From an optimization exercise on the open Yosys and OpenROAD flow, aimed at small area; shortcuts taken in it are not production practice.
Only simulation tests tie the RTL to the original design; equivalence was not proved.

===== flow/run.sh =====
#!/bin/bash
# synth_recipe.tcl (not shown) runs the flow's synth.tcl, then flattens the netlist and writes it again
# the make line also repeats each setting of config.mk as NAME=value (left out here)
make -C /OpenROAD-flow-scripts/flow DESIGN_CONFIG=/design/flow/config.mk WORK_HOME=/design/flow/orfs CLKGATE_MAP_FILE= SYNTH_SCRIPT=/design/flow/synth_recipe.tcl finish

===== flow/config.mk =====
export PLATFORM = sky130hd
export DESIGN_NAME = systolic_mm_array
export DESIGN_NICKNAME = systolic_mm_array
export VERILOG_FILES = /design/flow/design.v
export SDC_FILE = /design/flow/constraint.sdc
export NUM_CORES = 4
export LEC_CHECK = 0
export CAP_MARGIN = 20
export CORE_MARGIN = 2
export CORE_UTILIZATION = 28
export PLACE_DENSITY = 0.38
export SLEW_MARGIN = 20
export SYNTH_HIERARCHICAL = 1

===== flow/constraint.sdc =====
create_clock -name core_clock -period 7.0 [get_ports {clk}]
set_input_delay 1.4000 -clock core_clock [delete_from_list [all_inputs] [get_ports {clk}]]
set_output_delay 1.4000 -clock core_clock [all_outputs]
set_load 0.01 [all_outputs]

===== flow/design.v =====
`default_nettype none
package systolic_pkg;
  typedef enum logic [1:0] {
    IDLE  = 2'd0,
    LOAD  = 2'd1,
    RUN   = 2'd2,
    DRAIN = 2'd3
  } state_t;
  function automatic int lat(input int n);
    lat = 2 * n;
  endfunction
  function automatic int cnt_w(input int n);
    cnt_w = $clog2(2 * n + 1);
  endfunction
endpackage
`default_nettype wire
`default_nettype none
module systolic_pe_lo (
  input  wire [31:0] a,       
  input  wire [17:0] as,      
  input  wire [47:0] sel,     
  output wire [15:0] y
);
  wire [63:0] g0;
  systolic_sel u_sel0 (.sel(sel[23:0]), .x(a[7:0]), .y(a[15:8]), .g(g0));
  wire [63:0] g1;
  systolic_sel u_sel1 (.sel(sel[47:24]), .x(a[23:16]), .y(a[31:24]), .g(g1));
  wire p1 = ~(~((sel[2] | as[0]) & g0[0]));
  wire p2 = ~(~((sel[2] | as[1]) & g0[1]));
  wire p3 = ~(~((sel[2] | as[2]) & g0[2]));
  wire p4 = ~(~((sel[2] | as[3]) & g0[3]));
  wire p5 = ~(~((sel[2] | as[4]) & g0[4]));
  wire p6 = ~(~((sel[2] | as[5]) & g0[5]));
  wire p7 = ~(~((sel[2] | as[6]) & g0[6]));
  wire p8 = ~(~((sel[2] | as[7]) & g0[7]));
  wire p9 = ~(~(sel[2] | as[8]));
  wire p10 = ~(~((sel[5] | as[0]) & g0[8]));
  wire p11 = ~(~((sel[5] | as[1]) & g0[9]));
  wire p12 = ~(~((sel[5] | as[2]) & g0[10]));
  wire p13 = ~(~((sel[5] | as[3]) & g0[11]));
  wire p14 = ~(~((sel[5] | as[4]) & g0[12]));
  wire p15 = ~(~((sel[5] | as[5]) & g0[13]));
  wire p16 = ~(~((sel[5] | as[6]) & g0[14]));
  wire p17 = ~(~((sel[5] | as[7]) & g0[15]));
  wire p18 = ~(~(sel[5] | as[8]));
  wire p19 = ~(~((sel[8] | as[0]) & g0[16]));
  wire p20 = ~(~((sel[8] | as[1]) & g0[17]));
  wire p21 = ~(~((sel[8] | as[2]) & g0[18]));
  wire p22 = ~(~((sel[8] | as[3]) & g0[19]));
  wire p23 = ~(~((sel[8] | as[4]) & g0[20]));
  wire p24 = ~(~((sel[8] | as[5]) & g0[21]));
  wire p25 = ~(~((sel[8] | as[6]) & g0[22]));
  wire p26 = ~(~((sel[8] | as[7]) & g0[23]));
  wire p27 = ~(~(sel[8] | as[8]));
  wire p28 = ~(~((sel[11] | as[0]) & g0[24]));
  wire p29 = ~(~((sel[11] | as[1]) & g0[25]));
  wire p30 = ~(~((sel[11] | as[2]) & g0[26]));
  wire p31 = ~(~((sel[11] | as[3]) & g0[27]));
  wire p32 = ~(~((sel[11] | as[4]) & g0[28]));
  wire p33 = ~(~((sel[11] | as[5]) & g0[29]));
  wire p34 = ~(~((sel[11] | as[6]) & g0[30]));
  wire p35 = ~(~((sel[11] | as[7]) & g0[31]));
  wire p36 = ~(~(sel[11] | as[8]));
  wire p37 = ~(~((sel[14] | as[0]) & g0[32]));
  wire p38 = ~(~((sel[14] | as[1]) & g0[33]));
  wire p39 = ~(~((sel[14] | as[2]) & g0[34]));
  wire p40 = ~(~((sel[14] | as[3]) & g0[35]));
  wire p41 = ~(~((sel[14] | as[4]) & g0[36]));
  wire p42 = ~(~((sel[14] | as[5]) & g0[37]));
  wire p43 = ~(~((sel[14] | as[6]) & g0[38]));
  wire p44 = ~(~((sel[14] | as[7]) & g0[39]));
  wire p45 = ~(~(sel[14] | as[8]));
  wire p46 = ~(~((sel[17] | as[0]) & g0[40]));
  wire p47 = ~(~((sel[17] | as[1]) & g0[41]));
  wire p48 = ~(~((sel[17] | as[2]) & g0[42]));
  wire p49 = ~(~((sel[17] | as[3]) & g0[43]));
  wire p50 = ~(~((sel[17] | as[4]) & g0[44]));
  wire p51 = ~(~((sel[17] | as[5]) & g0[45]));
  wire p52 = ~(~((sel[17] | as[6]) & g0[46]));
  wire p53 = ~(~((sel[17] | as[7]) & g0[47]));
  wire p54 = ~(~(sel[17] | as[8]));
  wire p55 = ~(~((sel[20] | as[0]) & g0[48]));
  wire p56 = ~(~((sel[20] | as[1]) & g0[49]));
  wire p57 = ~(~((sel[20] | as[2]) & g0[50]));
  wire p58 = ~(~((sel[20] | as[3]) & g0[51]));
  wire p59 = ~(~((sel[20] | as[4]) & g0[52]));
  wire p60 = ~(~((sel[20] | as[5]) & g0[53]));
  wire p61 = ~(~((sel[20] | as[6]) & g0[54]));
  wire p62 = ~(~((sel[20] | as[7]) & g0[55]));
  wire p63 = ~(~(sel[20] | as[8]));
  wire p64 = ~(~((sel[23] | as[0]) & g0[56]));
  wire p65 = ~(~((sel[23] | as[1]) & g0[57]));
  wire p66 = ~(~((sel[23] | as[2]) & g0[58]));
  wire p67 = ~(~((sel[23] | as[3]) & g0[59]));
  wire p68 = ~(~((sel[23] | as[4]) & g0[60]));
  wire p69 = ~(~((sel[23] | as[5]) & g0[61]));
  wire p70 = ~(~((sel[23] | as[6]) & g0[62]));
  wire p71 = ~(~((sel[23] | as[7]) & g0[63]));
  wire p72 = ~(~(sel[23] | as[8]));
  wire p73 = ~(~((sel[26] | as[9]) & g1[0]));
  wire p74 = ~(~((sel[26] | as[10]) & g1[1]));
  wire p75 = ~(~((sel[26] | as[11]) & g1[2]));
  wire p76 = ~(~((sel[26] | as[12]) & g1[3]));
  wire p77 = ~(~((sel[26] | as[13]) & g1[4]));
  wire p78 = ~(~((sel[26] | as[14]) & g1[5]));
  wire p79 = ~(~((sel[26] | as[15]) & g1[6]));
  wire p80 = ~(~((sel[26] | as[16]) & g1[7]));
  wire p81 = ~(~(sel[26] | as[17]));
  wire p82 = ~(~((sel[29] | as[9]) & g1[8]));
  wire p83 = ~(~((sel[29] | as[10]) & g1[9]));
  wire p84 = ~(~((sel[29] | as[11]) & g1[10]));
  wire p85 = ~(~((sel[29] | as[12]) & g1[11]));
  wire p86 = ~(~((sel[29] | as[13]) & g1[12]));
  wire p87 = ~(~((sel[29] | as[14]) & g1[13]));
  wire p88 = ~(~((sel[29] | as[15]) & g1[14]));
  wire p89 = ~(~((sel[29] | as[16]) & g1[15]));
  wire p90 = ~(~(sel[29] | as[17]));
  wire p91 = ~(~((sel[32] | as[9]) & g1[16]));
  wire p92 = ~(~((sel[32] | as[10]) & g1[17]));
  wire p93 = ~(~((sel[32] | as[11]) & g1[18]));
  wire p94 = ~(~((sel[32] | as[12]) & g1[19]));
  wire p95 = ~(~((sel[32] | as[13]) & g1[20]));
  wire p96 = ~(~((sel[32] | as[14]) & g1[21]));
  wire p97 = ~(~((sel[32] | as[15]) & g1[22]));
  wire p98 = ~(~((sel[32] | as[16]) & g1[23]));
  wire p99 = ~(~(sel[32] | as[17]));
  wire p100 = ~(~((sel[35] | as[9]) & g1[24]));
  wire p101 = ~(~((sel[35] | as[10]) & g1[25]));
  wire p102 = ~(~((sel[35] | as[11]) & g1[26]));
  wire p103 = ~(~((sel[35] | as[12]) & g1[27]));
  wire p104 = ~(~((sel[35] | as[13]) & g1[28]));
  wire p105 = ~(~((sel[35] | as[14]) & g1[29]));
  wire p106 = ~(~((sel[35] | as[15]) & g1[30]));
  wire p107 = ~(~((sel[35] | as[16]) & g1[31]));
  wire p108 = ~(~(sel[35] | as[17]));
  wire p109 = ~(~((sel[38] | as[9]) & g1[32]));
  wire p110 = ~(~((sel[38] | as[10]) & g1[33]));
  wire p111 = ~(~((sel[38] | as[11]) & g1[34]));
  wire p112 = ~(~((sel[38] | as[12]) & g1[35]));
  wire p113 = ~(~((sel[38] | as[13]) & g1[36]));
  wire p114 = ~(~((sel[38] | as[14]) & g1[37]));
  wire p115 = ~(~((sel[38] | as[15]) & g1[38]));
  wire p116 = ~(~((sel[38] | as[16]) & g1[39]));
  wire p117 = ~(~(sel[38] | as[17]));
  wire p118 = ~(~((sel[41] | as[9]) & g1[40]));
  wire p119 = ~(~((sel[41] | as[10]) & g1[41]));
  wire p120 = ~(~((sel[41] | as[11]) & g1[42]));
  wire p121 = ~(~((sel[41] | as[12]) & g1[43]));
  wire p122 = ~(~((sel[41] | as[13]) & g1[44]));
  wire p123 = ~(~((sel[41] | as[14]) & g1[45]));
  wire p124 = ~(~((sel[41] | as[15]) & g1[46]));
  wire p125 = ~(~((sel[41] | as[16]) & g1[47]));
  wire p126 = ~(~(sel[41] | as[17]));
  wire p127 = ~(~((sel[44] | as[9]) & g1[48]));
  wire p128 = ~(~((sel[44] | as[10]) & g1[49]));
  wire p129 = ~(~((sel[44] | as[11]) & g1[50]));
  wire p130 = ~(~((sel[44] | as[12]) & g1[51]));
  wire p131 = ~(~((sel[44] | as[13]) & g1[52]));
  wire p132 = ~(~((sel[44] | as[14]) & g1[53]));
  wire p133 = ~(~((sel[44] | as[15]) & g1[54]));
  wire p134 = ~(~((sel[44] | as[16]) & g1[55]));
  wire p135 = ~(~(sel[44] | as[17]));
  wire p136 = ~(~((sel[47] | as[9]) & g1[56]));
  wire p137 = ~(~((sel[47] | as[10]) & g1[57]));
  wire p138 = ~(~((sel[47] | as[11]) & g1[58]));
  wire p139 = ~(~((sel[47] | as[12]) & g1[59]));
  wire p140 = ~(~((sel[47] | as[13]) & g1[60]));
  wire p141 = ~(~((sel[47] | as[14]) & g1[61]));
  wire p142 = ~(~((sel[47] | as[15]) & g1[62]));
  wire p143 = ~(~((sel[47] | as[16]) & g1[63]));
  wire p144 = ~(~(sel[47] | as[17]));
  wire s145, c145;
  assign {c145, s145} = p2 + p10 + p74;
  wire s146, c146;
  assign {c146, s146} = p3 + p11 + p19;
  wire s147, c147;
  assign {c147, s147} = p75 + p83 + p91;
  wire s148, c148;
  assign {c148, s148} = c145 + s146 + s147;
  wire s149, c149;
  assign {c149, s149} = p4 + p12 + p20;
  wire s150, c150;
  assign {c150, s150} = p28 + p76 + p84;
  wire s151, c151;
  assign {c151, s151} = p92 + p100 + c146;
  wire s152, c152;
  assign {c152, s152} = c147 + s149 + s150;
  wire s153, c153;
  assign {c153, s153} = c148 + s151 + s152;
  wire s154, c154;
  assign {c154, s154} = p5 + p13 + p21;
  wire s155, c155;
  assign {c155, s155} = p29 + p37 + p77;
  wire s156, c156;
  assign {c156, s156} = p85 + p93 + p101;
  wire s157, c157;
  assign {c157, s157} = p109 + c149 + c150;
  wire s158, c158;
  assign {c158, s158} = s154 + s155 + s156;
  wire s159, c159;
  assign {c159, s159} = c151 + c152 + s157;
  wire s160, c160;
  assign {c160, s160} = s158 + s159 + c153;
  wire s161, c161;
  assign {c161, s161} = p6 + p14 + p22;
  wire s162, c162;
  assign {c162, s162} = p30 + p38 + p46;
  wire s163, c163;
  assign {c163, s163} = p78 + p86 + p94;
  wire s164, c164;
  assign {c164, s164} = p102 + p110 + p118;
  wire s165, c165;
  assign {c165, s165} = c154 + c155 + c156;
  wire s166, c166;
  assign {c166, s166} = s161 + s162 + s163;
  wire s167, c167;
  assign {c167, s167} = s164 + c157 + c158;
  wire s168, c168;
  assign {c168, s168} = s165 + s166 + c159;
  wire s169, c169;
  assign {c169, s169} = s167 + s168 + c160;
  wire s170, c170;
  assign {c170, s170} = p7 + p15 + p23;
  wire s171, c171;
  assign {c171, s171} = p31 + p39 + p47;
  wire s172, c172;
  assign {c172, s172} = p55 + p79 + p87;
  wire s173, c173;
  assign {c173, s173} = p95 + p103 + p111;
  wire s174, c174;
  assign {c174, s174} = p119 + p127 + c161;
  wire s175, c175;
  assign {c175, s175} = c162 + c163 + c164;
  wire s176, c176;
  assign {c176, s176} = s170 + s171 + s172;
  wire s177, c177;
  assign {c177, s177} = s173 + c165 + c166;
  wire s178, c178;
  assign {c178, s178} = s175 + s174 + s176;
  wire s179, c179;
  assign {c179, s179} = c167 + s177 + s178;
  wire s180, c180;
  assign {c180, s180} = c168 + s179 + c169;
  wire s181, c181;
  assign {c181, s181} = p8 + p16 + p24;
  wire s182, c182;
  assign {c182, s182} = p32 + p40 + p48;
  wire s183, c183;
  assign {c183, s183} = p56 + p64 + p80;
  wire s184, c184;
  assign {c184, s184} = p88 + p96 + p104;
  wire s185, c185;
  assign {c185, s185} = p112 + p120 + p128;
  wire s186, c186;
  assign {c186, s186} = p136 + c170 + c171;
  wire s187, c187;
  assign {c187, s187} = c172 + c173 + s181;
  wire s188, c188;
  assign {c188, s188} = s182 + s183 + s184;
  wire s189, c189;
  assign {c189, s189} = s185 + c175 + c174;
  wire s190, c190;
  assign {c190, s190} = c176 + s186 + s188;
  wire s191, c191;
  assign {c191, s191} = s187 + c177 + s189;
  wire s192, c192;
  assign {c192, s192} = c178 + s190 + s191;
  wire s193, c193;
  assign {c193, s193} = c179 + s192 + c180;
  wire s194, c194;
  assign {c194, s194} = p9 + p17 + p25;
  wire s195, c195;
  assign {c195, s195} = p33 + p41 + p49;
  wire s196, c196;
  assign {c196, s196} = p57 + p65 + p81;
  wire s197, c197;
  assign {c197, s197} = p89 + p97 + p105;
  wire s198, c198;
  assign {c198, s198} = p113 + p121 + p129;
  wire s199, c199;
  assign {c199, s199} = p137 + c181 + c182;
  wire s200, c200;
  assign {c200, s200} = c183 + c184 + c185;
  wire s201, c201;
  assign {c201, s201} = s194 + s195 + s196;
  wire s202, c202;
  assign {c202, s202} = s197 + s198 + c186;
  wire s203, c203;
  assign {c203, s203} = c188 + c187 + s200;
  wire s204, c204;
  assign {c204, s204} = s199 + s201 + c189;
  wire s205, c205;
  assign {c205, s205} = s202 + s203 + c190;
  wire s206, c206;
  assign {c206, s206} = c191 + s204 + s205;
  wire s207, c207;
  assign {c207, s207} = c192 + s206 + c193;
  wire s208, c208;
  assign {c208, s208} = p18 + p26 + p34;
  wire s209, c209;
  assign {c209, s209} = p42 + p50 + p58;
  wire s210, c210;
  assign {c210, s210} = p66 + p90 + p98;
  wire s211, c211;
  assign {c211, s211} = p106 + p114 + p122;
  wire s212, c212;
  assign {c212, s212} = p130 + p138 + c194;
  wire s213, c213;
  assign {c213, s213} = c195 + c196 + c197;
  wire s214, c214;
  assign {c214, s214} = c198 + s208 + s209;
  wire s215, c215;
  assign {c215, s215} = s210 + s211 + c200;
  wire s216, c216;
  assign {c216, s216} = c199 + c201 + s213;
  wire s217, c217;
  assign {c217, s217} = s212 + s214 + c202;
  wire s218, c218;
  assign {c218, s218} = c203 + s215 + s216;
  wire s219, c219;
  assign {c219, s219} = c204 + s217 + c205;
  wire s220, c220;
  assign {c220, s220} = s218 + c206 + s219;
  wire s221, c221;
  assign {c221, s221} = p27 + p35 + p43;
  wire s222, c222;
  assign {c222, s222} = p51 + p59 + p67;
  wire s223, c223;
  assign {c223, s223} = p99 + p107 + p115;
  wire s224, c224;
  assign {c224, s224} = p123 + p131 + p139;
  wire s225, c225;
  assign {c225, s225} = c208 + c209 + c210;
  wire s226, c226;
  assign {c226, s226} = c211 + s221 + s222;
  wire s227, c227;
  assign {c227, s227} = s223 + s224 + c213;
  wire s228, c228;
  assign {c228, s228} = c212 + s225 + c214;
  wire s229, c229;
  assign {c229, s229} = s226 + c215 + s227;
  wire s230, c230;
  assign {c230, s230} = c216 + s228 + c217;
  wire s231, c231;
  assign {c231, s231} = c218 + s229 + s230;
  wire s232, c232;
  assign {c232, s232} = c219 + s231 + c220;
  wire s233, c233;
  assign {c233, s233} = p36 + p44 + p52;
  wire s234, c234;
  assign {c234, s234} = p60 + p68 + p108;
  wire s235, c235;
  assign {c235, s235} = p116 + p124 + p132;
  wire s236, c236;
  assign {c236, s236} = p140 + c221 + c222;
  wire s237, c237;
  assign {c237, s237} = c223 + c224 + s233;
  wire s238, c238;
  assign {c238, s238} = s234 + s235 + c225;
  wire s239, c239;
  assign {c239, s239} = c226 + s236 + s237;
  wire s240, c240;
  assign {c240, s240} = c227 + s238 + c228;
  wire s241, c241;
  assign {c241, s241} = s239 + c229 + s240;
  wire s242, c242;
  assign {c242, s242} = c230 + s241 + c231;
  wire s243, c243;
  assign {c243, s243} = p45 + p53 + p61;
  wire s244, c244;
  assign {c244, s244} = p69 + p117 + p125;
  wire s245, c245;
  assign {c245, s245} = p133 + p141 + c233;
  wire s246, c246;
  assign {c246, s246} = c234 + c235 + s243;
  wire s247, c247;
  assign {c247, s247} = s244 + c236 + c237;
  wire s248, c248;
  assign {c248, s248} = s245 + s246 + c238;
  wire s249, c249;
  assign {c249, s249} = s247 + c239 + c240;
  wire s250, c250;
  assign {c250, s250} = s248 + s249 + c241;
  wire s251, c251;
  assign {c251, s251} = p54 + p62 + p70;
  wire s252, c252;
  assign {c252, s252} = p126 + p134 + p142;
  wire s253, c253;
  assign {c253, s253} = c243 + c244 + s251;
  wire s254, c254;
  assign {c254, s254} = s252 + c245 + c246;
  wire s255, c255;
  assign {c255, s255} = s253 + c247 + s254;
  wire s256, c256;
  assign {c256, s256} = c248 + s255 + c249;
  wire s257, c257;
  assign {c257, s257} = p63 + p71 + p135;
  wire s258, c258;
  assign {c258, s258} = p143 + c251 + c252;
  wire s259, c259;
  assign {c259, s259} = s257 + c253 + s258;
  wire s260, c260;
  assign {c260, s260} = c254 + s259 + c255;
  wire s261 = p72 ^ p144 ^ c257;
  wire s262 = c258 ^ s261 ^ c259;
  wire [15:0] hi = {~s262, ~s260, ~c250, ~s250, ~s242, ~s232, ~s220, ~s207, ~s193, ~s180, ~s169, ~s160, ~s153, ~s148, ~p82, ~p1} + {~c260, ~c256, ~s256, ~c242, ~c232, 1'b0, ~c207, 1'b0, 1'b0, 1'b0, 1'b0, 1'b0, 1'b0, 1'b0, ~s145, ~p73};
  assign y = {hi};
endmodule
module systolic_pe (
  input  wire [31:0] a,       
  input  wire [17:0] as,      
  input  wire [47:0] sel,     
  input  wire [15:0] addend,
  output wire [15:0] y
);
  wire n1 = ~addend[0];
  wire n2 = ~addend[1];
  wire n3 = ~addend[2];
  wire n4 = ~addend[3];
  wire n5 = ~addend[4];
  wire n6 = ~addend[5];
  wire n7 = ~addend[6];
  wire n8 = ~addend[7];
  wire n9 = ~addend[8];
  wire n10 = ~addend[9];
  wire n11 = ~addend[10];
  wire n12 = ~addend[11];
  wire n13 = ~addend[12];
  wire n14 = ~addend[13];
  wire n15 = ~addend[14];
  wire n16 = ~addend[15];
  wire [63:0] g0;
  systolic_sel u_sel0 (.sel(sel[23:0]), .x(a[7:0]), .y(a[15:8]), .g(g0));
  wire [63:0] g1;
  systolic_sel u_sel1 (.sel(sel[47:24]), .x(a[23:16]), .y(a[31:24]), .g(g1));
  wire p17 = ~(~((sel[2] | as[0]) & g0[0]));
  wire p18 = ~(~((sel[2] | as[1]) & g0[1]));
  wire p19 = ~(~((sel[2] | as[2]) & g0[2]));
  wire p20 = ~(~((sel[2] | as[3]) & g0[3]));
  wire p21 = ~(~((sel[2] | as[4]) & g0[4]));
  wire p22 = ~(~((sel[2] | as[5]) & g0[5]));
  wire p23 = ~(~((sel[2] | as[6]) & g0[6]));
  wire p24 = ~(~((sel[2] | as[7]) & g0[7]));
  wire p25 = ~(~(sel[2] | as[8]));
  wire p26 = ~(~((sel[5] | as[0]) & g0[8]));
  wire p27 = ~(~((sel[5] | as[1]) & g0[9]));
  wire p28 = ~(~((sel[5] | as[2]) & g0[10]));
  wire p29 = ~(~((sel[5] | as[3]) & g0[11]));
  wire p30 = ~(~((sel[5] | as[4]) & g0[12]));
  wire p31 = ~(~((sel[5] | as[5]) & g0[13]));
  wire p32 = ~(~((sel[5] | as[6]) & g0[14]));
  wire p33 = ~(~((sel[5] | as[7]) & g0[15]));
  wire p34 = ~(~(sel[5] | as[8]));
  wire p35 = ~(~((sel[8] | as[0]) & g0[16]));
  wire p36 = ~(~((sel[8] | as[1]) & g0[17]));
  wire p37 = ~(~((sel[8] | as[2]) & g0[18]));
  wire p38 = ~(~((sel[8] | as[3]) & g0[19]));
  wire p39 = ~(~((sel[8] | as[4]) & g0[20]));
  wire p40 = ~(~((sel[8] | as[5]) & g0[21]));
  wire p41 = ~(~((sel[8] | as[6]) & g0[22]));
  wire p42 = ~(~((sel[8] | as[7]) & g0[23]));
  wire p43 = ~(~(sel[8] | as[8]));
  wire p44 = ~(~((sel[11] | as[0]) & g0[24]));
  wire p45 = ~(~((sel[11] | as[1]) & g0[25]));
  wire p46 = ~(~((sel[11] | as[2]) & g0[26]));
  wire p47 = ~(~((sel[11] | as[3]) & g0[27]));
  wire p48 = ~(~((sel[11] | as[4]) & g0[28]));
  wire p49 = ~(~((sel[11] | as[5]) & g0[29]));
  wire p50 = ~(~((sel[11] | as[6]) & g0[30]));
  wire p51 = ~(~((sel[11] | as[7]) & g0[31]));
  wire p52 = ~(~(sel[11] | as[8]));
  wire p53 = ~(~((sel[14] | as[0]) & g0[32]));
  wire p54 = ~(~((sel[14] | as[1]) & g0[33]));
  wire p55 = ~(~((sel[14] | as[2]) & g0[34]));
  wire p56 = ~(~((sel[14] | as[3]) & g0[35]));
  wire p57 = ~(~((sel[14] | as[4]) & g0[36]));
  wire p58 = ~(~((sel[14] | as[5]) & g0[37]));
  wire p59 = ~(~((sel[14] | as[6]) & g0[38]));
  wire p60 = ~(~((sel[14] | as[7]) & g0[39]));
  wire p61 = ~(~(sel[14] | as[8]));
  wire p62 = ~(~((sel[17] | as[0]) & g0[40]));
  wire p63 = ~(~((sel[17] | as[1]) & g0[41]));
  wire p64 = ~(~((sel[17] | as[2]) & g0[42]));
  wire p65 = ~(~((sel[17] | as[3]) & g0[43]));
  wire p66 = ~(~((sel[17] | as[4]) & g0[44]));
  wire p67 = ~(~((sel[17] | as[5]) & g0[45]));
  wire p68 = ~(~((sel[17] | as[6]) & g0[46]));
  wire p69 = ~(~((sel[17] | as[7]) & g0[47]));
  wire p70 = ~(~(sel[17] | as[8]));
  wire p71 = ~(~((sel[20] | as[0]) & g0[48]));
  wire p72 = ~(~((sel[20] | as[1]) & g0[49]));
  wire p73 = ~(~((sel[20] | as[2]) & g0[50]));
  wire p74 = ~(~((sel[20] | as[3]) & g0[51]));
  wire p75 = ~(~((sel[20] | as[4]) & g0[52]));
  wire p76 = ~(~((sel[20] | as[5]) & g0[53]));
  wire p77 = ~(~((sel[20] | as[6]) & g0[54]));
  wire p78 = ~(~((sel[20] | as[7]) & g0[55]));
  wire p79 = ~(~(sel[20] | as[8]));
  wire p80 = ~(~((sel[23] | as[0]) & g0[56]));
  wire p81 = ~(~((sel[23] | as[1]) & g0[57]));
  wire p82 = ~(~((sel[23] | as[2]) & g0[58]));
  wire p83 = ~(~((sel[23] | as[3]) & g0[59]));
  wire p84 = ~(~((sel[23] | as[4]) & g0[60]));
  wire p85 = ~(~((sel[23] | as[5]) & g0[61]));
  wire p86 = ~(~((sel[23] | as[6]) & g0[62]));
  wire p87 = ~(~((sel[23] | as[7]) & g0[63]));
  wire p88 = ~(~(sel[23] | as[8]));
  wire p89 = ~(~((sel[26] | as[9]) & g1[0]));
  wire p90 = ~(~((sel[26] | as[10]) & g1[1]));
  wire p91 = ~(~((sel[26] | as[11]) & g1[2]));
  wire p92 = ~(~((sel[26] | as[12]) & g1[3]));
  wire p93 = ~(~((sel[26] | as[13]) & g1[4]));
  wire p94 = ~(~((sel[26] | as[14]) & g1[5]));
  wire p95 = ~(~((sel[26] | as[15]) & g1[6]));
  wire p96 = ~(~((sel[26] | as[16]) & g1[7]));
  wire p97 = ~(~(sel[26] | as[17]));
  wire p98 = ~(~((sel[29] | as[9]) & g1[8]));
  wire p99 = ~(~((sel[29] | as[10]) & g1[9]));
  wire p100 = ~(~((sel[29] | as[11]) & g1[10]));
  wire p101 = ~(~((sel[29] | as[12]) & g1[11]));
  wire p102 = ~(~((sel[29] | as[13]) & g1[12]));
  wire p103 = ~(~((sel[29] | as[14]) & g1[13]));
  wire p104 = ~(~((sel[29] | as[15]) & g1[14]));
  wire p105 = ~(~((sel[29] | as[16]) & g1[15]));
  wire p106 = ~(~(sel[29] | as[17]));
  wire p107 = ~(~((sel[32] | as[9]) & g1[16]));
  wire p108 = ~(~((sel[32] | as[10]) & g1[17]));
  wire p109 = ~(~((sel[32] | as[11]) & g1[18]));
  wire p110 = ~(~((sel[32] | as[12]) & g1[19]));
  wire p111 = ~(~((sel[32] | as[13]) & g1[20]));
  wire p112 = ~(~((sel[32] | as[14]) & g1[21]));
  wire p113 = ~(~((sel[32] | as[15]) & g1[22]));
  wire p114 = ~(~((sel[32] | as[16]) & g1[23]));
  wire p115 = ~(~(sel[32] | as[17]));
  wire p116 = ~(~((sel[35] | as[9]) & g1[24]));
  wire p117 = ~(~((sel[35] | as[10]) & g1[25]));
  wire p118 = ~(~((sel[35] | as[11]) & g1[26]));
  wire p119 = ~(~((sel[35] | as[12]) & g1[27]));
  wire p120 = ~(~((sel[35] | as[13]) & g1[28]));
  wire p121 = ~(~((sel[35] | as[14]) & g1[29]));
  wire p122 = ~(~((sel[35] | as[15]) & g1[30]));
  wire p123 = ~(~((sel[35] | as[16]) & g1[31]));
  wire p124 = ~(~(sel[35] | as[17]));
  wire p125 = ~(~((sel[38] | as[9]) & g1[32]));
  wire p126 = ~(~((sel[38] | as[10]) & g1[33]));
  wire p127 = ~(~((sel[38] | as[11]) & g1[34]));
  wire p128 = ~(~((sel[38] | as[12]) & g1[35]));
  wire p129 = ~(~((sel[38] | as[13]) & g1[36]));
  wire p130 = ~(~((sel[38] | as[14]) & g1[37]));
  wire p131 = ~(~((sel[38] | as[15]) & g1[38]));
  wire p132 = ~(~((sel[38] | as[16]) & g1[39]));
  wire p133 = ~(~(sel[38] | as[17]));
  wire p134 = ~(~((sel[41] | as[9]) & g1[40]));
  wire p135 = ~(~((sel[41] | as[10]) & g1[41]));
  wire p136 = ~(~((sel[41] | as[11]) & g1[42]));
  wire p137 = ~(~((sel[41] | as[12]) & g1[43]));
  wire p138 = ~(~((sel[41] | as[13]) & g1[44]));
  wire p139 = ~(~((sel[41] | as[14]) & g1[45]));
  wire p140 = ~(~((sel[41] | as[15]) & g1[46]));
  wire p141 = ~(~((sel[41] | as[16]) & g1[47]));
  wire p142 = ~(~(sel[41] | as[17]));
  wire p143 = ~(~((sel[44] | as[9]) & g1[48]));
  wire p144 = ~(~((sel[44] | as[10]) & g1[49]));
  wire p145 = ~(~((sel[44] | as[11]) & g1[50]));
  wire p146 = ~(~((sel[44] | as[12]) & g1[51]));
  wire p147 = ~(~((sel[44] | as[13]) & g1[52]));
  wire p148 = ~(~((sel[44] | as[14]) & g1[53]));
  wire p149 = ~(~((sel[44] | as[15]) & g1[54]));
  wire p150 = ~(~((sel[44] | as[16]) & g1[55]));
  wire p151 = ~(~(sel[44] | as[17]));
  wire p152 = ~(~((sel[47] | as[9]) & g1[56]));
  wire p153 = ~(~((sel[47] | as[10]) & g1[57]));
  wire p154 = ~(~((sel[47] | as[11]) & g1[58]));
  wire p155 = ~(~((sel[47] | as[12]) & g1[59]));
  wire p156 = ~(~((sel[47] | as[13]) & g1[60]));
  wire p157 = ~(~((sel[47] | as[14]) & g1[61]));
  wire p158 = ~(~((sel[47] | as[15]) & g1[62]));
  wire p159 = ~(~((sel[47] | as[16]) & g1[63]));
  wire p160 = ~(~(sel[47] | as[17]));
  wire s161, c161;
  assign {c161, s161} = n1 + p17 + p89;
  wire s162, c162;
  assign {c162, s162} = n2 + p18 + p26;
  wire s163, c163;
  assign {c163, s163} = p90 + p98 + c161;
  wire s164, c164;
  assign {c164, s164} = n3 + p19 + p27;
  wire s165, c165;
  assign {c165, s165} = p35 + p91 + p99;
  wire s166, c166;
  assign {c166, s166} = p107 + c162 + s164;
  wire s167, c167;
  assign {c167, s167} = s165 + c163 + s166;
  wire s168, c168;
  assign {c168, s168} = n4 + p20 + p28;
  wire s169, c169;
  assign {c169, s169} = p36 + p44 + p92;
  wire s170, c170;
  assign {c170, s170} = p100 + p108 + p116;
  wire s171, c171;
  assign {c171, s171} = c164 + c165 + s168;
  wire s172, c172;
  assign {c172, s172} = s169 + s170 + c166;
  wire s173, c173;
  assign {c173, s173} = s171 + s172 + c167;
  wire s174, c174;
  assign {c174, s174} = n5 + p21 + p29;
  wire s175, c175;
  assign {c175, s175} = p37 + p45 + p53;
  wire s176, c176;
  assign {c176, s176} = p93 + p101 + p109;
  wire s177, c177;
  assign {c177, s177} = p117 + p125 + c168;
  wire s178, c178;
  assign {c178, s178} = c169 + c170 + s174;
  wire s179, c179;
  assign {c179, s179} = s175 + s176 + c171;
  wire s180, c180;
  assign {c180, s180} = s177 + s178 + c172;
  wire s181, c181;
  assign {c181, s181} = s179 + s180 + c173;
  wire s182, c182;
  assign {c182, s182} = n6 + p22 + p30;
  wire s183, c183;
  assign {c183, s183} = p38 + p46 + p54;
  wire s184, c184;
  assign {c184, s184} = p62 + p94 + p102;
  wire s185, c185;
  assign {c185, s185} = p110 + p118 + p126;
  wire s186, c186;
  assign {c186, s186} = p134 + c174 + c175;
  wire s187, c187;
  assign {c187, s187} = c176 + s182 + s183;
  wire s188, c188;
  assign {c188, s188} = s184 + s185 + c177;
  wire s189, c189;
  assign {c189, s189} = c178 + s186 + s187;
  wire s190, c190;
  assign {c190, s190} = c179 + s188 + s189;
  wire s191, c191;
  assign {c191, s191} = c180 + s190 + c181;
  wire s192, c192;
  assign {c192, s192} = n7 + p23 + p31;
  wire s193, c193;
  assign {c193, s193} = p39 + p47 + p55;
  wire s194, c194;
  assign {c194, s194} = p63 + p71 + p95;
  wire s195, c195;
  assign {c195, s195} = p103 + p111 + p119;
  wire s196, c196;
  assign {c196, s196} = p127 + p135 + p143;
  wire s197, c197;
  assign {c197, s197} = c182 + c183 + c184;
  wire s198, c198;
  assign {c198, s198} = c185 + s192 + s193;
  wire s199, c199;
  assign {c199, s199} = s194 + s195 + s196;
  wire s200, c200;
  assign {c200, s200} = c186 + s197 + c187;
  wire s201, c201;
  assign {c201, s201} = s199 + s198 + c188;
  wire s202, c202;
  assign {c202, s202} = s200 + c189 + s201;
  wire s203, c203;
  assign {c203, s203} = c190 + s202 + c191;
  wire s204, c204;
  assign {c204, s204} = n8 + p24 + p32;
  wire s205, c205;
  assign {c205, s205} = p40 + p48 + p56;
  wire s206, c206;
  assign {c206, s206} = p64 + p72 + p80;
  wire s207, c207;
  assign {c207, s207} = p96 + p104 + p112;
  wire s208, c208;
  assign {c208, s208} = p120 + p128 + p136;
  wire s209, c209;
  assign {c209, s209} = p144 + p152 + c192;
  wire s210, c210;
  assign {c210, s210} = c193 + c194 + c195;
  wire s211, c211;
  assign {c211, s211} = c196 + s204 + s205;
  wire s212, c212;
  assign {c212, s212} = s206 + s207 + s208;
  wire s213, c213;
  assign {c213, s213} = c197 + s210 + c199;
  wire s214, c214;
  assign {c214, s214} = c198 + s209 + s212;
  wire s215, c215;
  assign {c215, s215} = s211 + c200 + s213;
  wire s216, c216;
  assign {c216, s216} = s214 + c201 + s215;
  wire s217, c217;
  assign {c217, s217} = c202 + s216 + c203;
  wire s218, c218;
  assign {c218, s218} = n9 + p25 + p33;
  wire s219, c219;
  assign {c219, s219} = p41 + p49 + p57;
  wire s220, c220;
  assign {c220, s220} = p65 + p73 + p81;
  wire s221, c221;
  assign {c221, s221} = p97 + p105 + p113;
  wire s222, c222;
  assign {c222, s222} = p121 + p129 + p137;
  wire s223, c223;
  assign {c223, s223} = p145 + p153 + c204;
  wire s224, c224;
  assign {c224, s224} = c205 + c206 + c207;
  wire s225, c225;
  assign {c225, s225} = c208 + s218 + s219;
  wire s226, c226;
  assign {c226, s226} = s220 + s221 + s222;
  wire s227, c227;
  assign {c227, s227} = c210 + c209 + s224;
  wire s228, c228;
  assign {c228, s228} = c212 + c211 + s223;
  wire s229, c229;
  assign {c229, s229} = s226 + s225 + c213;
  wire s230, c230;
  assign {c230, s230} = s227 + s228 + c214;
  wire s231, c231;
  assign {c231, s231} = s229 + c215 + s230;
  wire s232, c232;
  assign {c232, s232} = c216 + s231 + c217;
  wire s233, c233;
  assign {c233, s233} = n10 + p34 + p42;
  wire s234, c234;
  assign {c234, s234} = p50 + p58 + p66;
  wire s235, c235;
  assign {c235, s235} = p74 + p82 + p106;
  wire s236, c236;
  assign {c236, s236} = p114 + p122 + p130;
  wire s237, c237;
  assign {c237, s237} = p138 + p146 + p154;
  wire s238, c238;
  assign {c238, s238} = c218 + c219 + c220;
  wire s239, c239;
  assign {c239, s239} = c221 + c222 + s233;
  wire s240, c240;
  assign {c240, s240} = s234 + s235 + s236;
  wire s241, c241;
  assign {c241, s241} = s237 + c224 + c223;
  wire s242, c242;
  assign {c242, s242} = s238 + c226 + c225;
  wire s243, c243;
  assign {c243, s243} = s240 + s239 + c227;
  wire s244, c244;
  assign {c244, s244} = c228 + s241 + s242;
  wire s245, c245;
  assign {c245, s245} = c229 + s243 + c230;
  wire s246, c246;
  assign {c246, s246} = s244 + c231 + s245;
  wire s247, c247;
  assign {c247, s247} = n11 + p43 + p51;
  wire s248, c248;
  assign {c248, s248} = p59 + p67 + p75;
  wire s249, c249;
  assign {c249, s249} = p83 + p115 + p123;
  wire s250, c250;
  assign {c250, s250} = p131 + p139 + p147;
  wire s251, c251;
  assign {c251, s251} = p155 + c233 + c234;
  wire s252, c252;
  assign {c252, s252} = c235 + c236 + c237;
  wire s253, c253;
  assign {c253, s253} = s247 + s248 + s249;
  wire s254, c254;
  assign {c254, s254} = s250 + c238 + c240;
  wire s255, c255;
  assign {c255, s255} = s252 + c239 + s251;
  wire s256, c256;
  assign {c256, s256} = s253 + c241 + c242;
  wire s257, c257;
  assign {c257, s257} = s255 + s254 + c243;
  wire s258, c258;
  assign {c258, s258} = s256 + c244 + s257;
  wire s259, c259;
  assign {c259, s259} = c245 + s258 + c246;
  wire s260, c260;
  assign {c260, s260} = n12 + p52 + p60;
  wire s261, c261;
  assign {c261, s261} = p68 + p76 + p84;
  wire s262, c262;
  assign {c262, s262} = p124 + p132 + p140;
  wire s263, c263;
  assign {c263, s263} = p148 + p156 + c247;
  wire s264, c264;
  assign {c264, s264} = c248 + c249 + c250;
  wire s265, c265;
  assign {c265, s265} = s260 + s261 + s262;
  wire s266, c266;
  assign {c266, s266} = c252 + c251 + c253;
  wire s267, c267;
  assign {c267, s267} = s264 + s263 + s265;
  wire s268, c268;
  assign {c268, s268} = c255 + c254 + s266;
  wire s269, c269;
  assign {c269, s269} = s267 + c256 + s268;
  wire s270, c270;
  assign {c270, s270} = c257 + s269 + c258;
  wire s271, c271;
  assign {c271, s271} = n13 + p61 + p69;
  wire s272, c272;
  assign {c272, s272} = p77 + p85 + p133;
  wire s273, c273;
  assign {c273, s273} = p141 + p149 + p157;
  wire s274, c274;
  assign {c274, s274} = c260 + c261 + c262;
  wire s275, c275;
  assign {c275, s275} = s271 + s272 + s273;
  wire s276, c276;
  assign {c276, s276} = c264 + c263 + c265;
  wire s277, c277;
  assign {c277, s277} = s274 + s275 + c266;
  wire s278, c278;
  assign {c278, s278} = s276 + c267 + s277;
  wire s279, c279;
  assign {c279, s279} = c268 + c269 + s278;
  wire s280, c280;
  assign {c280, s280} = n14 + p70 + p78;
  wire s281, c281;
  assign {c281, s281} = p86 + p142 + p150;
  wire s282, c282;
  assign {c282, s282} = p158 + c271 + c272;
  wire s283, c283;
  assign {c283, s283} = c273 + s280 + s281;
  wire s284, c284;
  assign {c284, s284} = c274 + c275 + s282;
  wire s285, c285;
  assign {c285, s285} = s283 + c276 + s284;
  wire s286, c286;
  assign {c286, s286} = c277 + s285 + c278;
  wire s287, c287;
  assign {c287, s287} = n15 + p79 + p87;
  wire s288, c288;
  assign {c288, s288} = p151 + p159 + c280;
  wire s289, c289;
  assign {c289, s289} = c281 + s287 + c282;
  wire s290, c290;
  assign {c290, s290} = c283 + s288 + c284;
  wire s291, c291;
  assign {c291, s291} = s289 + c285 + s290;
  wire s292 = n16 ^ p88 ^ p160;
  wire s293 = c287 ^ s292 ^ c288;
  wire s294 = c289 ^ s293 ^ c290;
  wire [15:0] hi = {~c291, ~s291, ~s286, ~s279, ~s270, ~s259, ~s246, ~s232, ~s217, ~s203, ~s191, ~s181, ~s173, ~s167, ~s162, ~s161} + {~s294, ~c286, ~c279, ~c270, ~c259, 1'b0, ~c232, 1'b0, 1'b0, 1'b0, 1'b0, 1'b0, 1'b0, 1'b0, ~s163, 1'b0};
  assign y = {hi};
endmodule
module systolic_sel (
  input  wire [23:0] sel,     
  input  wire [7:0]  x,       
  input  wire [7:0]  y,       
  output wire [63:0] g        
);
  for (genvar c = 0; c < 8; c++) begin : g_c
    for (genvar b = 0; b < 8; b++) begin : g_b
      assign g[8*c+b] = ~((x[b] & sel[3*c]) | (y[b] & sel[3*c+1]));
    end
  end
endmodule
`default_nettype wire
`default_nettype none
module systolic_mm_array
#(
  parameter int N      = 8,
  parameter int DATA_W = 8,
  parameter int ACC_W  = 16
) (
  input  logic                clk,
  input  logic                rst,
  input  logic                w_valid,
  output logic                w_ready,
  input  logic [N*DATA_W-1:0] w_data,
  input  logic                in_valid,
  output logic                in_ready,
  input  logic [N*DATA_W-1:0] a_in,
  output logic                out_valid,
  output logic [N*ACC_W-1:0]  y_out,
  output logic                busy
);
  localparam int LAT = systolic_pkg::lat(N);
  localparam int RW  = $clog2(N);
  systolic_pkg::state_t state, state_nxt;
  logic [RW-1:0]  row_cnt;
  logic [LAT-1:0] vpipe;
  logic           w_fire, in_fire;
  assign w_fire  = w_valid && w_ready;
  assign in_fire = in_valid && in_ready;
  always_ff @(posedge clk) begin
    if (rst) state <= systolic_pkg::IDLE;
    else     state <= state_nxt;
  end
  always_comb begin
    state_nxt = state;
    w_ready   = 1'b0;
    in_ready  = 1'b0;
    busy      = 1'b1;
    case (state)
      systolic_pkg::IDLE: begin
        w_ready = 1'b1;
        busy    = 1'b0;
        if (w_valid) state_nxt = systolic_pkg::LOAD;
      end
      systolic_pkg::LOAD: begin
        w_ready = 1'b1;
        if (w_valid && row_cnt == RW'(N-1)) state_nxt = systolic_pkg::RUN;
      end
      systolic_pkg::RUN: begin
        in_ready = 1'b1;
        if (w_valid) state_nxt = systolic_pkg::DRAIN;
      end
      systolic_pkg::DRAIN: begin
        if (vpipe == '0) state_nxt = systolic_pkg::IDLE;
      end
      default: state_nxt = systolic_pkg::IDLE;
    endcase
  end
  always_ff @(posedge clk) begin
    if (rst)         row_cnt <= '0;
    else if (w_fire) row_cnt <= row_cnt + RW'(1);
  end
  always_ff @(posedge clk) begin
    if (rst) begin
      vpipe     <= '0;
      out_valid <= 1'b0;
    end else begin
      vpipe     <= {vpipe[LAT-2:0], in_fire};
      out_valid <= vpipe[LAT-1];
    end
  end
  logic [N*DATA_W-1:0] w_q [N];
  for (genvar r = 0; r < N; r++) begin : g_w
    always_ff @(posedge clk)
      if (w_fire && row_cnt == RW'(r)) w_q[r] <= w_data;
  end
  logic [N*DATA_W-1:0] a_d [LAT-1];
  logic [2*(DATA_W+1)-1:0] a_s_lo, a_s_hi;
  logic [N/2*DATA_W-1:0]   a_hi;
  logic [N*ACC_W-1:0]      p_lo;
  always_ff @(posedge clk) begin
    a_d[0] <= a_in;
    for (int k = 1; k < LAT-1; k++) a_d[k] <= a_d[k-1];
    for (int p = 0; p < 2; p++) begin
      a_s_lo[p*(DATA_W+1) +: DATA_W+1] <= ~((DATA_W+1)'(a_d[LAT-3][(2*p)*DATA_W +: DATA_W])
                                        + (DATA_W+1)'(a_d[LAT-3][(2*p+1)*DATA_W +: DATA_W]));
      a_s_hi[p*(DATA_W+1) +: DATA_W+1] <= ~((DATA_W+1)'(a_d[LAT-2][(2*p+4)*DATA_W +: DATA_W])
                                        + (DATA_W+1)'(a_d[LAT-2][(2*p+5)*DATA_W +: DATA_W]));
    end
    a_hi <= a_d[LAT-2][N*DATA_W-1 : N/2*DATA_W];
  end
  logic [N*ACC_W-1:0] y_nxt, p_nxt;
  for (genvar j = 0; j < N; j++) begin : g_col
    logic [3*N*DATA_W/2-1:0] sel;
    for (genvar p = 0; p < N/2; p++) begin : g_p
      for (genvar c = 0; c < DATA_W; c++) begin : g_c
        logic u, v;
        assign u = w_q[2*p][j*DATA_W + c];
        assign v = w_q[2*p+1][j*DATA_W + c];
        assign sel[(p*DATA_W+c)*3 + 0] = u & ~v;
        assign sel[(p*DATA_W+c)*3 + 1] = ~u & v;
        assign sel[(p*DATA_W+c)*3 + 2] = ~(u & v);
      end
    end
    systolic_pe_lo u_lo (
      .a   (a_d[LAT-2][N/2*DATA_W-1:0]),
      .as  (a_s_lo),
      .sel (sel[3*N*DATA_W/4-1:0]),
      .y   (p_nxt[j*ACC_W +: ACC_W])
    );
    systolic_pe u_hi (
      .a      (a_hi),
      .as     (a_s_hi),
      .sel    (sel[3*N*DATA_W/2-1:3*N*DATA_W/4]),
      .addend (p_lo[j*ACC_W +: ACC_W]),
      .y      (y_nxt[j*ACC_W +: ACC_W])
    );
  end
  always_ff @(posedge clk) p_lo <= p_nxt;
  always_ff @(posedge clk) y_out <= y_nxt;
endmodule
`default_nettype wire

==> results.txt, run 1 <==
Gate Count Post-Synth=around 12,000; tightest hold margin=0.282 ns; highest fanout seen on the critical path=26; average detailed-routed wire length per instance=30.3 um; worst-case reg-to-reg path depth=15; number of buffers inserted for hold repair after clock tree synthesis=0; Layout Area Growth over Synthesis=11.5%; largest net degree at the start of global routing=65; depth of the CTS H-tree=4; commonest non-fill, non-tap cells in the layout=1,988 x fa_1, 1,792 x a22oi_1, 1,668 x o21ai_0, 1,206 x dfxtp_1, 713 x inv_1; last weighted congestion value of the routability-driven placer=0.930; Worst Min Path Start=a_d[11][12]$_DFF_P_; data arrival time of the worst path=roughly 7.5 ns; worst reg2reg path endpoint=y_out[61]$_DFF_P_; async set or reset register ratio after synthesis=0%; critical-path cell list=buf_12 -> a22oi_1 -> o21ai_0 -> fa_1 -> fa_1 -> fa_1 -> fa_1 -> fa_1 -> fa_1 -> fa_1 -> fa_1 -> ha_1 -> and3_1 -> a41oi_2 -> xnor2_1; Mapped Area=about 130,000 um2; area used by multi-input combinational logic=a little over 80,000 um2; clock buffers created by TritonCTS=218; category of the worst setup path launch point=register; Max Clk Rate=149 MHz; most frequent standard cell in the layout excluding fill and tap cells=fa_1; worst-case register-to-register setup slack=0.30 ns; CTS tree=done; cell repeated most along the worst path=fa_1; I/O Buffers=263; portion of the post-synthesis area used by sequential elements=about 31%; Finished Core Util=a little under a third; commonest register cell after synthesis=dfxtp_1; reported max-cap violation count=0; Min-Delay Path Depth=0; number of global-route vias before repair=between 100k and 150k; clock transition time at the flip-flop clock pins of the worst setup and hold paths=0.06 ns; # fillers=48,500; Crit Reg-Reg Startpoint=a_hi[16]$_DFF_P_; Die X=697 um; required time of the critical path=7.80 ns; Worst-Skew Late Latency=0.96 ns; Post-CTS Resized=0; number of sinks handled by clock tree synthesis=1,818; number of enable flip-flop cells after synthesis=512; starting utilization of the core area=28.1%; Hold Path Sink=a_d[12][12]$_DFF_P_; sum of routed wire length over all layers=555,000 um; wire length of the first global-routing pass=788,000 um; total half-perimeter wirelength after legalization and detailed placement=420,000 um; maximum clock insertion buffer count=4; final setup skew=0.0947 ns; Final Slew Violations=0; Initial DRT Pass Iterations=7; final hold viol count=0; via count normalized by instance count=5.39; total overflow reported by the global router=0; count of nets left with antenna violations after detail routing=0; RSZ-0062 raised after global routing=false; type of the tightest min-delay check=reg2reg; result of the run=complete, no violations; overall via count from detail_route=98,700; average footprint of a synthesized cell=11.5 um2; ports placed on the boundary=264; Std-Cell Core Area=478,000 um2; Tmin final=between 6 and 7 ns; Net Count, Synth=~14,000; ratio of cells with drive above 1 in the final layout=12.2%; Worst path slowest cell=dfxtp_2; detailed-route DRC error count=0; clock root buffer master=clkbuf_16; Crit. End Element=register; Yosys Warn Count=11; count of final setup violators=0; post-route setup TNS=0 ns; antenna violations before repair=76; Relative slew margins=24.4%; Tcrit/Tclk final=95.8%; actual slew at the worst max-slew pin=~1.1 ns; post-CTS setup buffers=0; Synth Register Bits=~1,800; number of DRC markers in iteration 0=11,100; Nets=about 14,000; DIE AREA=about 490,000 um2; path type of the worst setup path=reg2reg; count of standard-cell rows=roughly 250; die height=697 um; distinct cell type count of the synthesized netlist=55; sequential cell area=41,700 um2; peak per-stage delay on the critical path=1.00 ns; Global Route Usage Sum=22.4%
critical path, delay by kind of cell, from the launching register on:
family          cells  cell delay [ns]
buf+inv             1             0.32
simple gates        1             0.25
fa+ha+maj           9             4.01
xor+xnor            1             0.37
flops               1             1.00
compound gates      3             0.58
registers in the layout (all words and copies together) (netlist names):
register / flops
a_d: 960
w_q: 512
p_lo: 128
y_out: 128
a_hi: 32
a_s_hi: 18
a_s_lo: 18
vpipe: 16
row_cnt: 3
state: 2
out_valid: 1
cells in the mapped netlist (all sizes together), types with 4 or more instances:
library cell | n | share of area [%]
clkbuf | 26 | 0.073
a31o | 8 | 0.052
ha | 156 | 1.5
inv | 713 | 2.0
and3 | 39 | 0.21
a21o | 28 | 0.16
o21ai | 1676 | 6.3
nand2 | 303 | 0.85
o211ai | 8 | 0.045
o31ai | 9 | 0.050
nor4 | 4 | 0.037
fa | 1988 | 30
a2111oi | 8 | 0.052
nand2b | 11 | 0.051
a31oi | 8 | 0.037
xnor2 | 224 | 1.5
a22oi | 2048 | 12
a41o | 16 | 0.19
nor3b | 8 | 0.045
nor2b | 552 | 2.6
nor2 | 195 | 0.54
and4b | 8 | 0.060
and4bb | 8 | 0.097
and3b | 16 | 0.10
a21oi | 50 | 0.22
buf | 1025 | 6.3
nor3 | 14 | 0.052
a41oi | 8 | 0.097
or3 | 8 | 0.037
o21a | 385 | 2.2
o21bai | 23 | 0.13
nand3 | 48 | 0.18
o41ai | 8 | 0.052
and4 | 24 | 0.17
nand4b | 16 | 0.10
dfxtp | 1306 | 19
a221oi | 8 | 0.089
or2 | 88 | 0.41
a211o | 8 | 0.052
edfxtp | 512 | 11
xor2 | 105 | 0.68
per-layer routing:
layer	wire length, um	up-vias	GRT usage [%]
met1	237000	50800	30.5
met3	49700	1135	5.23
met4	23100	16	8.70
met2	245000	5594	34.5
met5	97	-	0.0297
li1	-	41100	-
Yosys stat by module (local to each module, per instance):
module | flip-flops and latches | copies in the design
systolic_pe_lo | 0 | 8
systolic_sel | 0 | 32
systolic_pe | 0 | 8
systolic_mm_array | 1818 | 1
cell families (layout without fill, tap and decap cells):
logic type      Yosys count  after routing  share of synthesized area [%]
compound gates         4302           4302                           22.0
fa+ha+maj              2144           2144                           31.1
flops                  1818           1818                           30.9
buf+inv                1764           1932                           8.32
simple gates           1344           1344                           5.53
xor+xnor                329            329                           2.14
mux                       1              1                        0.00745
other cells               0             29                              0
through the flow:
step	worst slack [ns]	instance area [um2]	instances
finish	0.296	150000	18300
global route	0.110	150000	18300
CTS	0.340	150000	18300
detailed placement	0.360	142000	17900
global placement	0.298	142000	17900
floorplan	0.636	134000	11700
how the worst max path moves through the flow:
| stage | end | slack [ns] | from | cells after the start |
|---|---|---|---|---|
| after floorplan | w_q[7][0]$_DFFE_PP_ | 0.64 | w_valid | 2 |
| after global placement | y_out[31]$_DFF_P_ | 0.30 | w_q[5][8]$_DFFE_PP_ | 17 |
| after global routing | y_out[15]$_DFF_P_ | 0.11 | w_q[4][0]$_DFFE_PP_ | 17 |
| after CTS | y_out[30]$_DFF_P_ | 0.34 | w_q[5][8]$_DFFE_PP_ | 17 |
| final | y_out[61]$_DFF_P_ | 0.30 | a_hi[16]$_DFF_P_ | 15 |
| after detailed placement | y_out[30]$_DFF_P_ | 0.36 | w_q[5][8]$_DFFE_PP_ | 17 |
cell type report:
type	count	area share [%]
multi-input cells	8120	54.5
flip-flops and latches	1818	27.8
repair buffers	814	5.44
well taps	6400	5.34
clock buffers	290	4.20
inverters	713	1.79
clock inverters	115	0.832
diodes	29	0.0484
==> run 2, diff against run 1 <==
--- a/flow/config.mk
+++ b/flow/config.mk
@@ -7,7 +7,7 @@
 export LEC_CHECK = 0
 export CAP_MARGIN = 20
 export CORE_MARGIN = 2
-export CORE_UTILIZATION = 28
-export PLACE_DENSITY = 0.38
+export CORE_UTILIZATION = 33
+export PLACE_DENSITY = 0.45
 export SLEW_MARGIN = 20
 export SYNTH_HIERARCHICAL = 1
==> run 2 against run 1 <==
Design area fell by 0.93%. First-iteration DRC count up 11%. Synthesized cell count stayed put. Clock skew is 0.0078 ns lower. Cell count shrank 5.3%. Sequential share of layout area grew 0.28 points. Critical path type unchanged.
==> results.txt, run 2 <==
result of the run=complete, no violations; Mapped Area=134,000 um2 (unchanged); reported max-cap violation count=0 (unchanged); tightest hold margin=0.294 ns (+0.0116 ns); detailed route wirelength on metal3=50,600 um (+1.8%); Min-Delay Path Depth=0 (unchanged); via count normalized by instance count=5.74 (+6.5%); DIE AREA=412,000 um2 (-15%); Std-Cell Core Area=406,000 um2 (-15%); number of sinks handled by clock tree synthesis=1,818 (unchanged); largest registers in the final layout=a_d (960), w_q (512); Nets=14,000 (+0.064%); total half-perimeter wirelength after legalization and detailed placement=401,000 um (-4.5%); Worst Min Path Start=a_d[0][43]$_DFF_P_; starting utilization of the core area=33.1% (+5.0 points); post-route setup TNS=0 ns (unchanged); worst reg2reg path endpoint=y_out[31]$_DFF_P_; highest layer used for signal routing=met5; number of buffers inserted for hold repair after clock tree synthesis=0 (unchanged); Crit Reg-Reg Startpoint=a_hi[0]$_DFF_P_; CTS tree=done; kind of cell adding the most delay to the critical path=adder cells; async set or reset register ratio after synthesis=0% (unchanged); Gate Count Post-Synth=11,700 (unchanged); count of buffer and inverter cells on the critical path=2 (+1); Worst-Skew Late Latency=0.97 ns (about the same); most frequent standard cell in the layout excluding fill and tap cells=fa_1; Initial DRT Pass Iterations=7 (unchanged); portion of the post-synthesis area used by sequential elements=30.9% (unchanged); antenna violations before repair=64 (-16%); data arrival time of the worst path=7.47 ns (-0.04 ns); register bank with the most flops=a_d; commonest register cell after synthesis=dfxtp_1; average footprint of a synthesized cell=11.5 um2 (unchanged); Worst path slowest cell=dfxtp_2; overall via count from detail_route=99,600 (+0.87%); clock transition time at the flip-flop clock pins of the worst setup and hold paths=0.07 ns (about the same); type of the tightest min-delay check=reg2reg; Global Route Usage Sum=25.5% (+3.1 points); fraction of synthesized cell area taken by the top area cell type=29.6% (unchanged); category of the worst setup path launch point=register; post-CTS setup buffers=0 (unchanged); flip-flop count of the largest register after layout=960 (unchanged); final setup skew=0.0869 ns (-0.00775 ns); maximum clock insertion buffer count=4 (unchanged); clock root buffer master=clkbuf_16; # fillers=39,900 (-18%); path type of the worst setup path=reg2reg; wire length of the first global-routing pass=769,000 um (-2.5%); RSZ-0062 raised after global routing=false; Crit. End Element=register; total overflow reported by the global router=0 (unchanged); sequential cell area=41,700 um2 (about the same); count of placed standard cells including taps=16,900 (-5.4%); last weighted congestion value of the routability-driven placer=0.932 (+0.30%); Layout Area Growth over Synthesis=10.5%; count of nets left with antenna violations after detail routing=0 (unchanged); final worst-path setup slack=0.337 ns (+0.0406 ns); I/O Buffers=263 (unchanged); count of standard-cell rows=234 (-7.9%); Hold Path Sink=a_d[1][43]$_DFF_P_; number of DRC markers in iteration 0=12,400 (+11%); non-filler instance count after layout=17,300 (-5.3%); cell repeated most along the worst path=fa_1; Final Slew Violations=0 (unchanged); Synth Register Bits=1,818 (unchanged); total met2 wirelength after detailed routing=236,000 um (-3.9%); distinct cell type count of the synthesized netlist=55 (unchanged); average detailed-routed wire length per instance=31.1 um (+2.5%); area used by multi-input combinational logic=81,700 um2 (unchanged); most repeated cell in the gate-level netlist after synthesis=fa_1; largest net degree at the start of global routing=65 (unchanged); final hold viol count=0 (unchanged); top cells by area in the synthesized netlist=fa_1 30%, dfxtp_1 19%, edfxtp_1 11%; detailed-route DRC error count=0 (unchanged); Tcrit/Tclk final=95.2% (-0.58 points); Relative slew margins=17.1% (-7.3 points); standard cell area after detailed placement=141,000 um2 (-0.99%); depth of the CTS H-tree=4 (unchanged); worst-case register-to-register setup slack=0.34 ns (+0.04 ns); ports placed on the boundary=264 (unchanged); actual slew at the worst max-slew pin=1.24 ns (+0.109 ns); highest fanout seen on the critical path=16 (-38%); Post-CTS Resized=0 (unchanged); number of global-route vias before repair=103,000 (-1.4%); sum of routed wire length over all layers=539,000 um (-2.9%); number of enable flip-flop cells after synthesis=512 (unchanged); critical-path cell list=buf_4 -> a22oi_1 -> o21a_1 -> fa_1 -> inv_1 -> fa_1 -> fa_1 -> fa_1 -> fa_1 -> fa_1 -> fa_1 -> fa_1 -> fa_1 -> ha_1 -> and3_1 -> a41oi_2 -> o21ai_2 -> xnor2_1; setup slack after placement=0.358 ns (-0.00202 ns); Max Clk Rate=150 MHz (+0.61%); post-synth top area cell=fa_1; Tmin final=6.66 ns (-0.0406 ns); commonest non-fill, non-tap cells in the layout=1,988 x fa_1, 1,792 x a22oi_1, 1,668 x o21ai_0, 1,206 x dfxtp_1, 713 x inv_1; count of final setup violators=0 (unchanged); Finished Core Util=36.6% (+5.3 points); Yosys Warn Count=11 (unchanged); required time of the critical path=7.81 ns (about the same); die height=642 um (-7.8%); ratio of cells with drive above 1 in the final layout=12.3% (+0.027 points); met1 wire length=229,000 um (-3.2%); cell area after layout=148,000 um2 (-0.93%); clock buffers created by TritonCTS=215 (-1.4%); worst-case reg-to-reg path depth=18 (+3); Die X=642 um (-7.8%); Net Count, Synth=14,000 (unchanged); peak per-stage delay on the critical path=0.92 ns (-0.08 ns); top cells by instance count after synthesis=1,988 x fa_1, 1,792 x a22oi_1, 1,668 x o21ai_0, 1,306 x dfxtp_1, 713 x inv_1
## run 2: worst max path at each step
stage                         start                  end  cells after the start
5_1_grt        w_q[5][32]$_DFFE_PP_    y_out[76]$_DFF_P_                     17
3_5_place_dp   w_q[5][32]$_DFFE_PP_    y_out[76]$_DFF_P_                     17
6_report            a_hi[0]$_DFF_P_    y_out[31]$_DFF_P_                     18
4_1_cts             a_hi[0]$_DFF_P_    y_out[63]$_DFF_P_                     18
3_3_place_gp        a_hi[0]$_DFF_P_    y_out[31]$_DFF_P_                     18
2_1_floorplan               w_valid  w_q[7][0]$_DFFE_PP_                      2
## run 2: area by class of cell
type	count	area share, %
Antenna cell	31	0.0523
Clock buffer	290	4.20
Clock inverter	109	0.882
Inverter	713	1.80
Multi-Input combinational cell	8120	55.1
Sequential cell	1818	28.1
Tap cell	5428	4.57
Timing Repair Buffer	826	5.34
## run 2: kinds of logic after synthesis
| group | count (synthesis) | share of synthesized area, % |
|---|---|---|
| buffers and inverters | 1764 | 8.32 |
| AND/OR/NAND/NOR | 1344 | 5.53 |
| multiplexers | 1 | 0.00745 |
| XOR/XNOR | 329 | 2.14 |
| AO/OA/AOI/OAI | 4302 | 22.0 |
| flip-flops | 1818 | 30.9 |
| adder cells (fa/ha/maj) | 2144 | 31.1 |
## run 2: layer usage
| metal | vias up | GRT usage (%) |
|---|---|---|
| met2 | 5928 | 38.9 |
| met4 | 14 | 9.51 |
| met1 | 51300 | 35.2 |
| met5 | - | 0 |
| li1 | 41200 | - |
| met3 | 1135 | 5.88 |
## run 2: Yosys stat by module, one instance, submodules excluded
module	area, um2	flops+latches
systolic_sel	783	0
systolic_mm_array	47400	1818
systolic_pe	3990	0
systolic_pe_lo	3750	0
==> run 3, diff against run 2 <==
--- a/flow/config.mk
+++ b/flow/config.mk
@@ -8,6 +8,9 @@
 export CAP_MARGIN = 20
 export CORE_MARGIN = 2
 export CORE_UTILIZATION = 33
+export CTS_BUF_LIST = sky130_fd_sc_hd__clkbuf_8
+export CTS_CLUSTER_DIAMETER = 60
+export CTS_CLUSTER_SIZE = 16
 export PLACE_DENSITY = 0.45
 export SLEW_MARGIN = 20
 export SYNTH_HIERARCHICAL = 1
==> run 3 against run 2 <==
Area after synthesis unchanged. Non-clock buffer count unchanged. Largest cell class unchanged. Critical path type unchanged. Cell count is 0.29% lower.
==> results.txt, run 3 <==
average footprint of a synthesized cell=11.5 um2 (unchanged); most frequent standard cell in the layout excluding fill and tap cells=fa_1; worst-case reg-to-reg path depth=17 (-1); ports placed on the boundary=264 (unchanged); path type of the worst setup path=reg2reg; total half-perimeter wirelength after legalization and detailed placement=401,000 um (unchanged); Crit Reg-Reg Startpoint=a_hi[0]$_DFF_P_; RSZ-0062 raised after global routing=false; number of DRC markers in iteration 0=12,100 (-2.5%); register bank with the most flops=a_d; overall via count from detail_route=99,200 (-0.34%); global routing met1 resource utilization=35.1% (-0.10 points); number of buffers inserted for hold repair after clock tree synthesis=0 (unchanged); clock root buffer master=clkbuf_8; maximum clock insertion buffer count=4 (unchanged); I/O Buffers=263 (unchanged); distinct cell type count of the synthesized netlist=55 (unchanged); count of nets left with antenna violations after detail routing=0 (unchanged); Std-Cell Core Area=406,000 um2 (unchanged); data arrival time of the worst path=7.67 ns (+0.20 ns); most repeated cell in the gate-level netlist after synthesis=fa_1; DIE AREA=412,000 um2 (unchanged); actual slew at the worst max-slew pin=1.18 ns (-0.0627 ns); Worst Min Path Start=a_d[11][16]$_DFF_P_; Synth Register Bits=1,818 (unchanged); met3 GRT Util=5.88% (about the same); number of sinks handled by clock tree synthesis=1,818 (unchanged); Relative slew margins=21.3% (+4.2 points); starting utilization of the core area=33.1% (unchanged); Most Crowded Layer GR=met2; depth of the CTS H-tree=4 (unchanged); count of standard-cell rows=234 (unchanged); average detailed-routed wire length per instance=31.1 um (about the same); async set or reset register ratio after synthesis=0% (unchanged); category of the worst setup path launch point=register; # fillers=40,200 (+0.81%); clock buffers created by TritonCTS=205 (-4.7%); sum of routed wire length over all layers=537,000 um (-0.28%); result of the run=complete, no violations; Net Count, Synth=14,000 (unchanged); final setup skew=0.136 ns (+0.0489 ns); Worst-Skew Late Latency=1.16 ns (+0.19 ns); CTS tree=done; Yosys Warn Count=11 (unchanged); clock transition time at the flip-flop clock pins of the worst setup and hold paths=0.09 ns (+0.02 ns); highest fanout seen on the critical path=16 (unchanged); antenna violations before repair=72 (+13%); post-CTS setup buffers=0 (unchanged); Tmin final=6.70 ns (+0.0348 ns); portion of the post-synthesis area used by sequential elements=30.9% (unchanged); largest net degree at the start of global routing=65 (unchanged); area used by multi-input combinational logic=81,700 um2 (unchanged); detailed-route DRC error count=0 (unchanged); via count normalized by instance count=5.74 (about the same); largest registers in the final layout=a_d (960), w_q (512); last weighted congestion value of the routability-driven placer=0.932 (unchanged); flip-flop count of the largest register after layout=960 (unchanged); Layout Area Growth over Synthesis=8.21%; Mapped Area=134,000 um2 (unchanged); type of the tightest min-delay check=reg2reg; Finished Core Util=35.8% (-0.74 points); Die X=642 um (unchanged); sequential cell area=41,700 um2 (unchanged); die height=642 um (unchanged)
[run 3: worst max-delay path, stage by stage (launching register included)]
cell,delay [ns]
dfxtp_2,0.93
a22oi_1,0.20
o21a_1,0.18
fa_1,0.40
inv_1,0.17
fa_1,0.46
fa_1,0.45
fa_1,0.47
fa_1,0.45
fa_1,0.43
fa_1,0.46
fa_1,0.43
fa_1,0.40
ha_1,0.33
and3_1,0.20
a21o_1,0.19
a21oi_1,0.18
xnor2_1,0.16
[run 3: final timing paths]
check                              to  slack, ns
setup reg to reg    y_out[44]$_DFF_P_       0.30
hold reg to reg   a_d[12][16]$_DFF_P_       0.29
setup / recovery    y_out[44]$_DFF_P_       0.30
hold / removal    a_d[12][16]$_DFF_P_       0.29
[run 3: cell type report]
type / instances / area share, %
multi-input cells: 8120 / 56.2
well taps: 5428 / 4.67
repair buffers: 826 / 5.45
inverters: 713 / 1.84
clock buffers: 216 / 2.04
clock inverters: 137 / 1.08
flip-flops and latches: 1818 / 28.7
diodes: 26 / 0.0447
[run 3: modules after synthesis (local to each module, per instance)]
module,times used,flops+latches,cell area (um2),cells
systolic_mm_array,1,1818,47400,2814
systolic_pe,8,0,3990,367
systolic_pe_lo,8,0,3750,360
systolic_sel,32,0,783,96
[run 3: through the flow]
stage                     cell area [um2]  cells  hold slack [ns]
after floorplan                    134000  11700            0.310
after global placement             141000  16900            0.310
after detailed placement           141000  16900            0.312
after CTS                          145000  17300            0.288
after global routing               145000  17300            0.286
final                              145000  17300            0.290
[run 3: cell families after synthesis]
family / synth area share (%)
buffers and inverters: 8.32
and+or+nand+nor: 5.53
xor gates and xnor gates: 2.14
AOI/OAI and AO/OA: 22.0
muxes: 0.00745
DFF: 30.9
adders and majority gates: 31.1
[run 3: routing by layer]
layer,up-vias,share of wire [%],wire [um]
met2,5832,44,237000
met1,51200,43,230000
met4,28,4.0,21700
li1,41100,-,-
met5,-,0.031,169
met3,1134,9.2,49400

==> re-timing with driven ports <==
Ports are ideal in the flow. The routed layouts listed here were re-timed in OpenROAD.
Step 1 sets driving cells, clkbuf_16 on the clock port and buf_2 on the other inputs (assumed; they add their load-dependent delay and slew).
Step 2 also shifts input and output timing later by t, the mid clock arrival at the registers, as if the neighbouring blocks saw the same clock.
Slacks: ideal ports / drivers / drivers and shift; pairs: ideal ports / drivers.
run	t, ns	setup WS [ns]	hold slack, ns
run 1	1.043	0.296 / 0.296 / 0.296	0.282 / 0.282 / 0.282
run 2	1.034	0.337 / 0.337 / 0.337	0.294 / 0.294 / 0.294
run 3	1.195	0.302 / 0.302 / 0.302	0.290 / 0.290 / 0.290
After both steps every run listed still meets setup and hold.
